What follows belongs to an exercise in optimizing a design on an open flow for small area, a short achievable clock period and few clock cycles per item; a production flow would make more cautious choices.
The RTL of this run was laid out without a check of its function.
Power and IR drop assume default switching activity.

[flow/design.v]
`timescale 1ns / 1ps
`default_nettype none
package cscp_pkg;
    localparam logic [11:0] CIRC_RESET = 12'd2170;
    localparam logic [15:0] CAD_SCALE  = 16'd60000;
endpackage
`default_nettype wire
`timescale 1ns / 1ps
`default_nettype none
import cscp_pkg::*;
module cycling_speed_cadence_packet_top (
    input  wire                                  i_clk,
    input  wire                                  i_rst_n,
    input  wire                                  i_in_valid,
    output logic                                 o_in_stall,
    input  wire  [7:0]                           i_data_byte,
    input  wire                                  i_last_byte,
    input  wire  [31:0]                          i_now_ms,
    output logic                                 o_out_valid,
    input  wire                                  i_out_stall,
    output logic [7:0]                           o_speed_kmh,
    output logic [15:0]                          o_cadence_rpm,
    output logic                                 o_zero_interval,
    input  wire                                  psel,
    input  wire                                  penable,
    input  wire                                  pwrite,
    input  wire  [2:0]                           paddr,
    input  wire  [31:0]                          pwdata,
    output logic [31:0]                          prdata,
    output logic                                 pready
);
    logic [11:0] r_circ;
    logic [3:0]  r_cnt;
    logic [1:0]  r_flags;
    logic [31:0] r_wheel;
    logic [15:0] r_crank;
    logic [31:0] r_prev_wheel;
    logic [15:0] r_prev_crank;
    logic [31:0] r_prev_time;
    logic [31:0] r_dt;           
    logic [43:0] r_sp;           
    logic        r_sp_hi;        
    logic [49:0] r_cd;           
    logic        r_fast;         
    logic        r_mul;          
    logic [2:0]  r_idx;          
    logic        r_tdp;          
    logic [3:0]  r_div;          
    logic        r_out_valid;
    logic        in_acc, commit, can_commit;
    logic [3:0]  cs;
    logic [31:0] dw;
    logic [15:0] dc;
    logic [16:0] k_circ;
    logic [3:0]  nib_w, nib_c;
    logic [20:0] x_w;
    logic [19:0] x_c;
    logic        mstep, mfirst, mlast;
    assign pready = 1'b1;
    assign prdata = {20'd0, r_circ & {12{~paddr[2]}}};
    assign can_commit = !r_tdp && (r_div == 4'd0) && !(r_out_valid && i_out_stall);
    assign o_in_stall = r_mul || ((r_cnt == 4'd10) && !can_commit);
    assign in_acc     = i_in_valid && !o_in_stall;
    assign commit     = in_acc && i_last_byte && (r_cnt == 4'd10);
    always_ff @(posedge i_clk) begin
        if (!i_rst_n) begin
            r_circ <= CIRC_RESET;
        end else if (psel && penable && pwrite && !paddr[2]) begin
            r_circ <= pwdata[11:0];
        end
    end
    assign cs = r_flags[0] ? 4'd7 : 4'd1;
    always_ff @(posedge i_clk) begin
        if (!i_rst_n) begin
            r_cnt <= 4'd0;
        end else if (in_acc) begin
            if (i_last_byte)              r_cnt <= 4'd0;
            else if (r_cnt != 4'd15)      r_cnt <= r_cnt + 4'd1;
        end
    end
    always_ff @(posedge i_clk) begin
        if (in_acc) begin
            if (r_cnt == 4'd0) begin
                r_flags <= i_data_byte[1:0];
                r_wheel <= '0;
                r_crank <= '0;
            end else begin
                if (r_flags[0] && r_cnt == 4'd1) r_wheel[7:0]   <= i_data_byte;
                if (r_flags[0] && r_cnt == 4'd2) r_wheel[15:8]  <= i_data_byte;
                if (r_flags[0] && r_cnt == 4'd3) r_wheel[23:16] <= i_data_byte;
                if (r_flags[0] && r_cnt == 4'd4) r_wheel[31:24] <= i_data_byte;
                if (r_flags[1] && r_cnt == cs)          r_crank[7:0]  <= i_data_byte;
                if (r_flags[1] && r_cnt == cs + 4'd1)   r_crank[15:8] <= i_data_byte;
            end
        end
    end
    assign dw     = r_wheel - r_prev_wheel;
    assign dc     = r_crank - r_prev_crank;
    assign k_circ = {r_circ, 4'd0} + {4'd0, r_circ, 1'b0};
    always_ff @(posedge i_clk) begin
        r_fast <= (dw[31:4] == 28'd0) && (dc[15:4] == 12'd0);
    end
    assign mfirst = commit;
    assign mstep  = commit || r_mul;
    assign mlast  = commit ? r_fast : (r_idx == 3'd1);
    always_comb begin
        if (commit) begin
            nib_w = r_fast ? dw[3:0] : dw[31:28];
            nib_c = r_fast ? dc[3:0] : 4'd0;
        end else begin
            nib_w = dw[{r_idx - 3'd1, 2'b00} +: 4];
            nib_c = (r_idx <= 3'd4) ? dc[{r_idx[1:0] - 2'd1, 2'b00} +: 4] : 4'd0;
        end
    end
    assign x_w = 21'(nib_w) * 21'(k_circ);
    assign x_c = 20'(nib_c) * 20'(CAD_SCALE);
    always_ff @(posedge i_clk) begin
        if (!i_rst_n) begin
            r_mul <= 1'b0;
            r_idx <= 3'd0;
        end else if (commit) begin
            r_mul <= !r_fast;
            r_idx <= 3'd7;
        end else if (r_mul) begin
            r_idx <= r_idx - 3'd1;
            if (r_idx == 3'd1) r_mul <= 1'b0;
        end
    end
    always_ff @(posedge i_clk) begin
        if (!i_rst_n) begin
            r_prev_wheel <= '0;
            r_prev_crank <= '0;
            r_prev_time  <= '0;
        end else begin
            if (mstep && mlast) begin
                r_prev_wheel <= r_wheel;
                r_prev_crank <= r_crank;
            end
            if (commit) r_prev_time <= i_now_ms;
        end
    end
    logic [34:0] d5;
    logic [35:0] sr;
    logic [36:0] sd;
    logic        sge;
    logic [32:0] cr1, cr2;
    logic [33:0] cd1, cd2;
    logic        cge1, cge2;
    logic [31:0] crem1, crem2;
    logic [44:0] sp_acc;
    logic [32:0] cd_acc;
    assign d5  = {r_dt, 2'b00} + {3'd0, r_dt};
    assign sr  = {r_sp[43:9], r_sp[8]};
    assign sd  = {1'b0, sr} - {2'b0, d5};
    assign sge = !sd[36];
    assign cr1   = {r_cd[49:18], r_cd[17]};
    assign cd1   = {1'b0, cr1} - {2'b0, r_dt};
    assign cge1  = !cd1[33];
    assign crem1 = cge1 ? cd1[31:0] : cr1[31:0];
    assign cr2   = {crem1, r_cd[16]};
    assign cd2   = {1'b0, cr2} - {2'b0, r_dt};
    assign cge2  = !cd2[33];
    assign crem2 = cge2 ? cd2[31:0] : cr2[31:0];
    assign sp_acc = (mfirst ? 45'd0 : {1'b0, r_sp[39:0], 4'd0}) + 45'(x_w);
    assign cd_acc = (mfirst ? 33'd0 : {1'b0, r_cd[27:0], 4'd0}) + 33'(x_c);
    always_ff @(posedge i_clk) begin
        if (!i_rst_n) begin
            r_tdp       <= 1'b0;
            r_div       <= 4'd0;
            r_out_valid <= 1'b0;
        end else begin
            r_tdp <= commit;
            if ((r_tdp && !r_mul) || (r_mul && r_idx == 3'd1)) begin
                r_div <= 4'd9;
            end else if (r_div != 4'd0) begin
                r_div <= r_div - 4'd1;
            end
            if (r_div == 4'd1) begin
                r_out_valid <= 1'b1;
            end else if (r_out_valid && !i_out_stall) begin
                r_out_valid <= 1'b0;
            end
        end
    end
    always_ff @(posedge i_clk) begin
        if (commit)      r_dt <= r_prev_time;
        else if (r_tdp)  r_dt <= r_prev_time - r_dt;
        if (mstep) begin
            r_sp    <= sp_acc[43:0];
            r_sp_hi <= (mfirst ? 1'b0 : (r_sp_hi || (r_sp[43:40] != 4'd0))) || sp_acc[44];
            r_cd    <= {18'd0, cd_acc[31:0]};
        end else if (r_div != 4'd0) begin
            r_sp <= {sge ? sd[34:0] : sr[34:0], r_sp[7:0], sge};
            r_cd <= {crem2, r_cd[15:0], cge1, cge2};
        end
    end
    assign o_out_valid     = r_out_valid;
    assign o_speed_kmh     = (r_sp_hi || r_sp[8]) ? 8'hFF : r_sp[7:0];
    assign o_cadence_rpm   = (r_cd[17] || r_cd[16]) ? 16'hFFFF : r_cd[15:0];
    assign o_zero_interval = (r_dt == 32'd0);
endmodule
`default_nettype wire
[flow/run.sh]
#!/bin/bash
# synth_recipe.tcl (not shown) runs the flow's synth.tcl, then flattens the netlist and writes it again
# the make line also repeats each setting of config.mk as NAME=value (left out here)
make -C /OpenROAD-flow-scripts/flow DESIGN_CONFIG=/design/flow/config.mk WORK_HOME=/design/flow/orfs CLKGATE_MAP_FILE= SYNTH_SCRIPT=/design/flow/synth_recipe.tcl finish
[flow/config.mk]
export PLATFORM = sky130hd
export DESIGN_NAME = cycling_speed_cadence_packet_top
export DESIGN_NICKNAME = cycling_speed_cadence_packet_top
export VERILOG_FILES = /design/flow/design.v
export SDC_FILE = /design/flow/constraint.sdc
export NUM_CORES = 4
export LEC_CHECK = 0
export CAP_MARGIN = 20
export CORE_MARGIN = 2
export CORE_UTILIZATION = 40
export SLEW_MARGIN = 20
[flow/constraint.sdc]
create_clock -name core_clock -period 10.0 [get_ports {i_clk}]
set_input_delay 2.0000 -clock core_clock [delete_from_list [all_inputs] [get_ports {i_clk}]]
set_output_delay 2.0000 -clock core_clock [all_outputs]
set_load 0.01 [all_outputs]
==> run summary <==
area by class of cell:
type                            instances  area [µm²]
Clock buffer                           45        1010
Timing Repair Buffer                  126        1190
Tap cell                              873        1090
Clock inverter                         25         294
Sequential cell                       284        7280
Multi-Input combinational cell       2644       18500
Inverter                              242         910
Fill cell                            6738       37000
routing by layer:
metal,global-route usage,share of wire
met5,0,0
met4,0.0583,0.023
met3,0.0190,0.034
met2,0.361,0.47
met1,0.288,0.47
layout by cell type, fill, tap and decap left out, types with 17 or more instances in the layout:
master and n:
a21boi_0 100, o21a_1 36, nor4_1 17, and3_1 29, xnor2_1 125, nor3_1 52
clkdlybuf4s50_1 98, clkbuf_16 39, dfxtp_1 125, inv_1 238, edfxtp_1 159, ha_1 261
or3_1 43, mux2i_1 44, and2_1 44, o31ai_1 21, fa_1 86, a21oi_1 234
conb_1 21, nor2_1 259, o22ai_1 18, o21ai_0 162, nand3_1 62, nand4_1 28
nor2b_1 32, o211ai_1 25, xor2_1 98, nand2_1 453, a21o_1 103, a31oi_1 39
buf_4 26, nand2b_1 33, a211oi_1 23, o21bai_1 31
worst max-delay path by stage:
stage	from	endpoint	depth (start not counted)
6_report	r_wheel[0]	r_sp[39]	31
5_1_grt	r_wheel[0]	r_sp[39]	31
4_1_cts	r_wheel[0]	r_sp[39]	31
3_5_place_dp	i_out_stall	r_sp[39]	25
3_3_place_gp	i_out_stall	r_cd[24]	25
2_1_floorplan	i_out_stall	r_sp[34]	26
sequential cells by signal, indices dropped and copies added, names as in the netlist, 2 cells and up:
name	cells
r_cd	50
r_circ	12
r_cnt	4
r_crank	16
r_div	4
r_dt	32
r_flags	2
r_idx	3
r_prev_crank	16
r_prev_time	32
r_prev_wheel	32
r_sp	44
r_wheel	32
power groups by stage:
stage                     Sequential [mW]  Clock (mW)  Combinational (mW)
after detailed placement             2.03           0                6.93
after CTS                            2.01        1.49                6.99
after global placement               2.03           0                6.91
final                                2.01        1.45                7.02
after global routing                 2.05        1.52                7.91
after floorplan                      1.89           0                5.54
cell families (layout without fill, tap and decap cells):
logic type / count (synthesis) / in the layout
muxes: 55 / 55
and+or+nand+nor: 1103 / 1103
other: 2 / 21
DFF: 284 / 284
adders and majority gates: 347 / 347
xor gates and xnor gates: 223 / 223
AOI/OAI and AO/OA: 895 / 895
buffers and inverters: 382 / 438
critical path, delay by kind of cell, from the launching register on:
kind                       cells  cell delay [ns]
DFF                            1             0.39
and+or+nand+nor                4             0.92
xor gates and xnor gates       2             0.31
adders and majority gates      6             2.41
AOI/OAI and AO/OA             15             4.76
buffers and inverters          4             0.26
stage by stage:
stage | util | instance area [µm²] | std cells | power [mW] | worst slack (ns)
CTS | 0.450 | 30300 | 4238 | 10.5 | 0.809
finish | 0.450 | 30300 | 4239 | 10.5 | 0.704
detailed placement | 0.431 | 29000 | 4168 | 8.96 | 0.629
global route | 0.450 | 30300 | 4239 | 11.5 | 0.164
floorplan | - | 27300 | 3310 | 7.42 | 1.90
global placement | 0.431 | 29000 | 4168 | 8.94 | 0.787
synth_stat cells (all sizes together) (33+ instances only):
cell type,instances
mux2i,44
a21o,103
ha,261
xnor2,125
nor2,261
nand2,454
dfxtp,125
nand2b,33
clkbuf,97
buf,43
o21ai,166
inv,240
nand3,62
edfxtp,159
o21a,37
or3,44
fa,86
xor2,98
a21oi,235
nor3,53
a21boi,100
a31oi,40
and2,44
==> flow_metrics.py <==
metrics = {
    "synth": {
        "syn_inst": 3291,
        "yosys_register_bits": 284,
        "synthMuxAreaShare": 0.0220,
        "yosysWarningCount": 1,
        "synth_compound_area_frac": 0.214,
        "synthTopCellsByArea": "edfxtp_1, ha_1, dfxtp_1",
        "synth_edf_count": 159,
        "synth_top_family_by_area": "compound AO/OA/AOI/OAI gates",
        "synthAdderAreaFrac": 0.183,
        "ys.flop_type": "edfxtp_1",
        "synth-seq-area-share": 0.267,
        "synth.avg_cell_area_um2": 8.27,
        "synth.largest_area_cell": "edfxtp_1",
        "synth-simple-area-share": 0.186,
        "synth.distinct_cells": 83,
        "syn_area_mm2": 0.0272,
        "synthXorXnorAreaFrac": 0.0718,
        "async_flop_share": 0,
        "synthDominantCellAreaShare": 0.175,
    },
    "critical_path": {
        "cp_max_fo": 15,
        "cp.required_ns": 10.32,
        "timing.rr.start": "r_wheel[0]",
        "reg2reg_depth": 31,
        "cp_slowest_cell": "a211oi_1",
        "critPathCaptureType": "flop",
        "worstSetupPathType": "reg2reg",
        "rrSetupSlack_ns": 0.70,
        "arrival_ns": 9.62,
        "startpoint_type": "flop",
        "cpPeakStageDelay_ns": 0.57,
        "rr_endpoint": "r_sp[39]",
    },
    "pwr": {
        "p_sw_frac": 0.462,
        "clock_power_share": 0.138,
        "cellInternalPower_mw": 5.64,
        "switchingPower_mw": 4.84,
        "p_leak_nw": 12.3,
        "ir_drop_uv": 220,
        "power.density_mw_per_mm2": 346,
        "pwr-share-seq": 0.192,
        "comb_power_share": 0.670,
    },
    "clock_network": {
        "clk_latency_ns": 0.57,
        "numCtsBuffers": 38,
        "path_clk_slew_ns": 0.06,
        "tritoncts": "built",
        "post-cts-setup-buffers": 0,
        "cts-root-buf": "clkbuf_16",
        "htreeDepth": 2,
        "clock-sinks": 284,
        "cts-hold-fix-buffers": 0,
        "clk_path_buf_depth": 3,
        "cts_resized": 0,
    },
    "floorplanning": {
        "die-area_mm2": 0.0701,
        "io_pins": 143,
        "fp.dieW_um": 265,
        "rows": 95,
        "coreArea_mm2": 0.0673,
        "start_util": 0.405,
        "dieHeight_um": 265,
    },
    "timing": {
        "finalSetupTns_ns": 0,
        "maxSlewHeadroom": 0.256,
        "whs_ns": 0.460,
        "fin_skew_ns": 0.0150,
        "worst-slew-pin-transition_ns": 1.11,
        "final_hold_viol_count": 0,
        "fmax_ghz": 0.108,
        "rsz0062_at_grt": "false",
        "min_period_over_period": 0.930,
        "drv_slew": 0,
        "setup_viol": 0,
        "period_needed_ns": 9.30,
    },
    "place": {
        "portBuffers": 99,
        "gp_congestion": 0.918,
        "dpl.hpwl_um": 56600,
    },
    "route": {
        "first_pass_iters": 5,
        "vias": 23428,
        "antenna_left": 0,
        "wl_per_cell_um": 17.6,
        "wirelength_um": 74600,
        "drc_errors": 0,
        "vias_per_cell": 5.53,
        "drtIter0Drc": 1409,
    },
    "status": {
        "status": "timing/DRC/antenna clean",
    },
    "global_routing": {
        "grt_max_degree": 78,
        "grt_pass1_vias": 22624,
        "grt_usage": 0.212,
        "antenna_found_initial": 0,
        "gr-total-overflow": 0,
        "grt_pass1_wl_um": 121000,
    },
    "final_layout": {
        "syn_to_final_growth_pct": 11.3,
        "n_antenna_cell": 0,
        "fin_nets": 3766,
        "drive_gt1_frac": 0.0407,
    },
    "min_path": {
        "hold_path.startpoint": "r_prev_crank[12]",
        "hold_class": "reg2reg",
        "min_to": "r_prev_crank[12]",
        "hold_depth": 2,
    },
    "job": {
        "cap_violations": 0,
    },
}

-- what the ideal ports hide --
How much do the figures lean on ideal ports? The routed layout below was timed once more, with nothing changed but the port constraints. Step 1 (the two cells are an assumption about what drives the block):
set clk [get_ports {i_clk}]
set_driving_cell -lib_cell sky130_fd_sc_hd__clkbuf_16 $clk
set_driving_cell -lib_cell sky130_fd_sc_hd__buf_2 [delete_from_list [all_inputs] $clk]
Step 2 also shifts input and output timing later by t, the mid clock arrival at the registers, as if the neighbouring blocks saw the same clock. Slacks: ideal ports / drivers / drivers and shift; pairs: ideal ports / drivers.
t (ns): 0.625
setup slack, ns: 0.704 / 0.704 / 0.632
worst slew at a driven data input, ns: 0.05
After both steps this run still meets setup and hold. For this run, drivers alone change the setup slack by 0.000 ns; drivers and shift together by -0.072 ns.
